What follows belongs to an exercise in optimizing a design on an open flow for small area and a short achievable clock period; a production flow would make more cautious choices.
Only simulation tests tie the RTL to the original design; equivalence was not proved.

wip/delta:
==> flow/design.v <==
package linx_uart_pkg;
  localparam int UART_BYTE_W = 8;
  localparam int LINX_UART_FIFO_DEPTH = 256;
  localparam int STS_EMPTY_BIT = 0;
  localparam int STS_FULL_BIT = 1;
  localparam int STS_OVERFLOW_BIT = 2;
  localparam int STS_COUNT_LSB = 8;
  localparam int STS_COUNT_W = $clog2(LINX_UART_FIFO_DEPTH) + 1;
endpackage
module linx_byte_ram
#(
  parameter int DEPTH = linx_uart_pkg::LINX_UART_FIFO_DEPTH,
  parameter int NC = 16,
  localparam int NR = DEPTH / NC
) (
  input  logic                   clk,
  input  logic                   i_we,
  input  logic [NR-1:0]          i_wrow,
  input  logic [NC-1:0]          i_wcol,
  input  logic [linx_uart_pkg::UART_BYTE_W-1:0] i_wdata,
  input  logic [$clog2(NR)-1:0]  i_rrow,
  input  logic [NC-1:0]          i_rcol,
  output logic [linx_uart_pkg::UART_BYTE_W-1:0] o_rdata
);
  localparam int BW = linx_uart_pkg::UART_BYTE_W;
  logic [DEPTH*BW-1:0] r_mem;
  logic [BW-1:0] w_grp [NR];
  logic [NR-1:0] w_wrow;
  assign w_wrow = {NR{i_we}} & i_wrow;
  for (genvar e = 0; e < DEPTH; e++) begin : g_ent
    always_ff @(posedge clk)
      if (w_wrow[e / NC] & i_wcol[e % NC]) r_mem[e*BW +: BW] <= i_wdata;
  end
  always_comb begin
    for (int r = 0; r < NR; r++) begin
      w_grp[r] = '0;
      for (int c = 0; c < NC; c++)
        w_grp[r] = w_grp[r] | ({BW{i_rcol[c]}} & r_mem[(r*NC+c)*BW +: BW]);
    end
    o_rdata = w_grp[i_rrow];
  end
endmodule
module linx_uart_tx_fifo
#(
  parameter int DEPTH = linx_uart_pkg::LINX_UART_FIFO_DEPTH,
  parameter int OVF_W = 16,
  localparam int AW = $clog2(DEPTH)
) (
  input  logic                   clk,
  input  logic                   rst,
  input  logic                   flush,
  input  logic                   in_valid,
  input  logic [linx_uart_pkg::UART_BYTE_W-1:0] in_byte,
  input  logic                   pop,
  output logic                   out_valid,
  output logic [linx_uart_pkg::UART_BYTE_W-1:0] out_byte,
  output logic [AW:0]            count,
  output logic                   empty,
  output logic                   full,
  output logic                   overflow,
  output logic [OVF_W-1:0]       overflow_cnt,
  output logic [31:0]            byte_total
);
  localparam int BW = linx_uart_pkg::UART_BYTE_W;
  logic [DEPTH/16-1:0]    r_wrow;
  logic [15:0]            r_wcol;
  logic [AW-5:0]          r_rrow;
  logic [15:0]            r_rcol;
  logic [AW:0]            r_count;
  logic                   r_empty, r_one, r_two;
  logic                   r_overflow;
  logic [OVF_W-1:0]       r_ovf_cnt;
  logic [31:0]            r_byte_total;
  logic [BW-1:0]          r_head;
  logic                   r_stg_vld;
  logic [BW-1:0]          r_stg_byte;
  logic                   w_pop, w_push, w_drop;
  logic [BW-1:0]          w_ram, w_next;
  logic [AW:0]            w_count;
  assign w_pop  = pop & ~r_empty;
  assign w_push = in_valid & (~r_count[AW] | pop);
  assign w_drop = in_valid & r_count[AW] & ~pop;
  linx_byte_ram #(.DEPTH(DEPTH), .NC(16)) u_ram (
    .clk     (clk),
    .i_we    (r_stg_vld),
    .i_wrow  (r_wrow),
    .i_wcol  (r_wcol),
    .i_wdata (r_stg_byte),
    .i_rrow  (r_rrow),
    .i_rcol  (r_rcol),
    .o_rdata (w_ram)
  );
  assign w_next  = (r_stg_vld & r_two) ? r_stg_byte : w_ram;
  always_comb begin
    case ({w_push, w_pop})
      2'b10:   w_count = r_count + 1'b1;
      2'b01:   w_count = r_count - 1'b1;
      default: w_count = r_count;
    endcase
  end
  always_ff @(posedge clk) begin
    if (rst) begin
      r_wrow       <= (DEPTH/16)'(1);
      r_wcol       <= 16'd1;
      r_rrow       <= '0;
      r_rcol       <= 16'd2;
      r_count      <= '0;
      r_empty      <= 1'b1;
      r_one        <= 1'b0;
      r_two        <= 1'b0;
      r_head       <= '0;
      r_stg_vld    <= 1'b0;
      r_overflow   <= 1'b0;
      r_ovf_cnt    <= '0;
      r_byte_total <= '0;
    end else if (flush) begin
      r_wrow     <= (DEPTH/16)'(1);
      r_wcol     <= 16'd1;
      r_rrow     <= '0;
      r_rcol     <= 16'd2;
      r_count    <= '0;
      r_empty    <= 1'b1;
      r_one      <= 1'b0;
      r_two      <= 1'b0;
      r_head     <= '0;
      r_stg_vld  <= 1'b0;
      r_overflow <= 1'b0;
      r_ovf_cnt  <= '0;
    end else begin
      if (r_stg_vld) begin
        r_wcol <= {r_wcol[14:0], r_wcol[15]};
        if (r_wcol[15]) r_wrow <= {r_wrow[DEPTH/16-2:0], r_wrow[DEPTH/16-1]};
      end
      if (w_pop) begin
        r_rcol <= {r_rcol[14:0], r_rcol[15]};
        if (r_rcol[15]) r_rrow <= r_rrow + 1'b1;
      end
      r_count      <= w_count;
      case ({w_push, w_pop})
        2'b10: begin
          r_empty <= 1'b0;
          r_one   <= r_empty;
          r_two   <= r_one;
        end
        2'b01: begin
          r_empty <= r_one;
          r_one   <= r_two;
          r_two   <= r_count == (AW+1)'(3);
        end
        default: ;
      endcase
      r_stg_vld    <= w_push;
      if (w_push) r_byte_total <= r_byte_total + 1'b1;
      if (w_pop) r_head <= r_one ? (in_valid ? in_byte : '0) : w_next;
      else if (r_empty & in_valid) r_head <= in_byte;
      if (w_drop) begin
        r_overflow <= 1'b1;
        if (~&r_ovf_cnt) r_ovf_cnt <= r_ovf_cnt + 1'b1;
      end
    end
    if (w_push) r_stg_byte <= in_byte;
  end
  assign empty        = r_empty;
  assign full         = r_count[AW];
  assign out_valid    = ~r_empty;
  assign out_byte     = r_head;
  assign count        = r_count;
  assign overflow     = r_overflow;
  assign overflow_cnt = r_ovf_cnt;
  assign byte_total   = r_byte_total;
endmodule
Settings: LEC_CHECK=0, CAP_MARGIN=20, CORE_MARGIN=2, CORE_UTILIZATION=40, CTS_CLUSTER_DIAMETER=120, CTS_CLUSTER_SIZE=24, SETUP_SLACK_MARGIN=3.2, SLEW_MARGIN=20, TNS_END_PERCENT=10; clock period 5.5 ns.
run.sh (not shown) runs the stock make flow with config.mk's settings and CLKGATE_MAP_FILE= SYNTH_SCRIPT=/design/flow/synth_recipe.tcl, a recipe that flattens the netlist after the stock synthesis.
wip/delta finished end to end and its layout was clean on timing, DRC and antenna.
Input-level comparison between wip/willow and wip/delta:
Settings: CAP_MARGIN: 20 -> 50; SLEW_MARGIN: 20 -> 70; SETUP_SLACK_MARGIN: 3.2 -> 3.
Fraction of the cycle the final worst path needs up 1.6 points in wip/willow wrt wip/delta
Worst-margin pin slew delta for wip/willow relative to wip/delta: 0.76 ns lower
Looking at wip/willow and wip/delta, the post-route standard cell area excluding fillers is a wash.

[re-timing with driven ports]
No port has a modelled driver above. Below, the same layouts with a new extraction and two added sets of constraints.
Step 1 assumes that a clkbuf_16 drives the clock port and a buf_2 every other input.
Step 2 adds t to the input delays and takes it off the output delays; t is the mean of the earliest and latest rising clock arrival at the registers after step 1. Input paths then give back, and output paths get back, about the clock's delay inside the block.
Three values: ideal, step 1, step 2; two values: the first two.
run	shift t [ns]	setup slack, ns	hold slack, ns	worst setup path after step 2	latest minus earliest clock arrival (ns)
wip/delta	0.859	3.021 / 2.945 / 2.391	0.512 / 0.512 / 0.512	input to register	0.068 / 0.068
wip/willow	0.856	2.935 / 2.893 / 2.292	0.500 / 0.500 / 0.500	input to register	0.066 / 0.066
After both steps setup and hold are still met in every run listed. For wip/willow, which loses most, drivers alone change the setup slack by -0.042 ns; drivers and shift together by -0.643 ns.
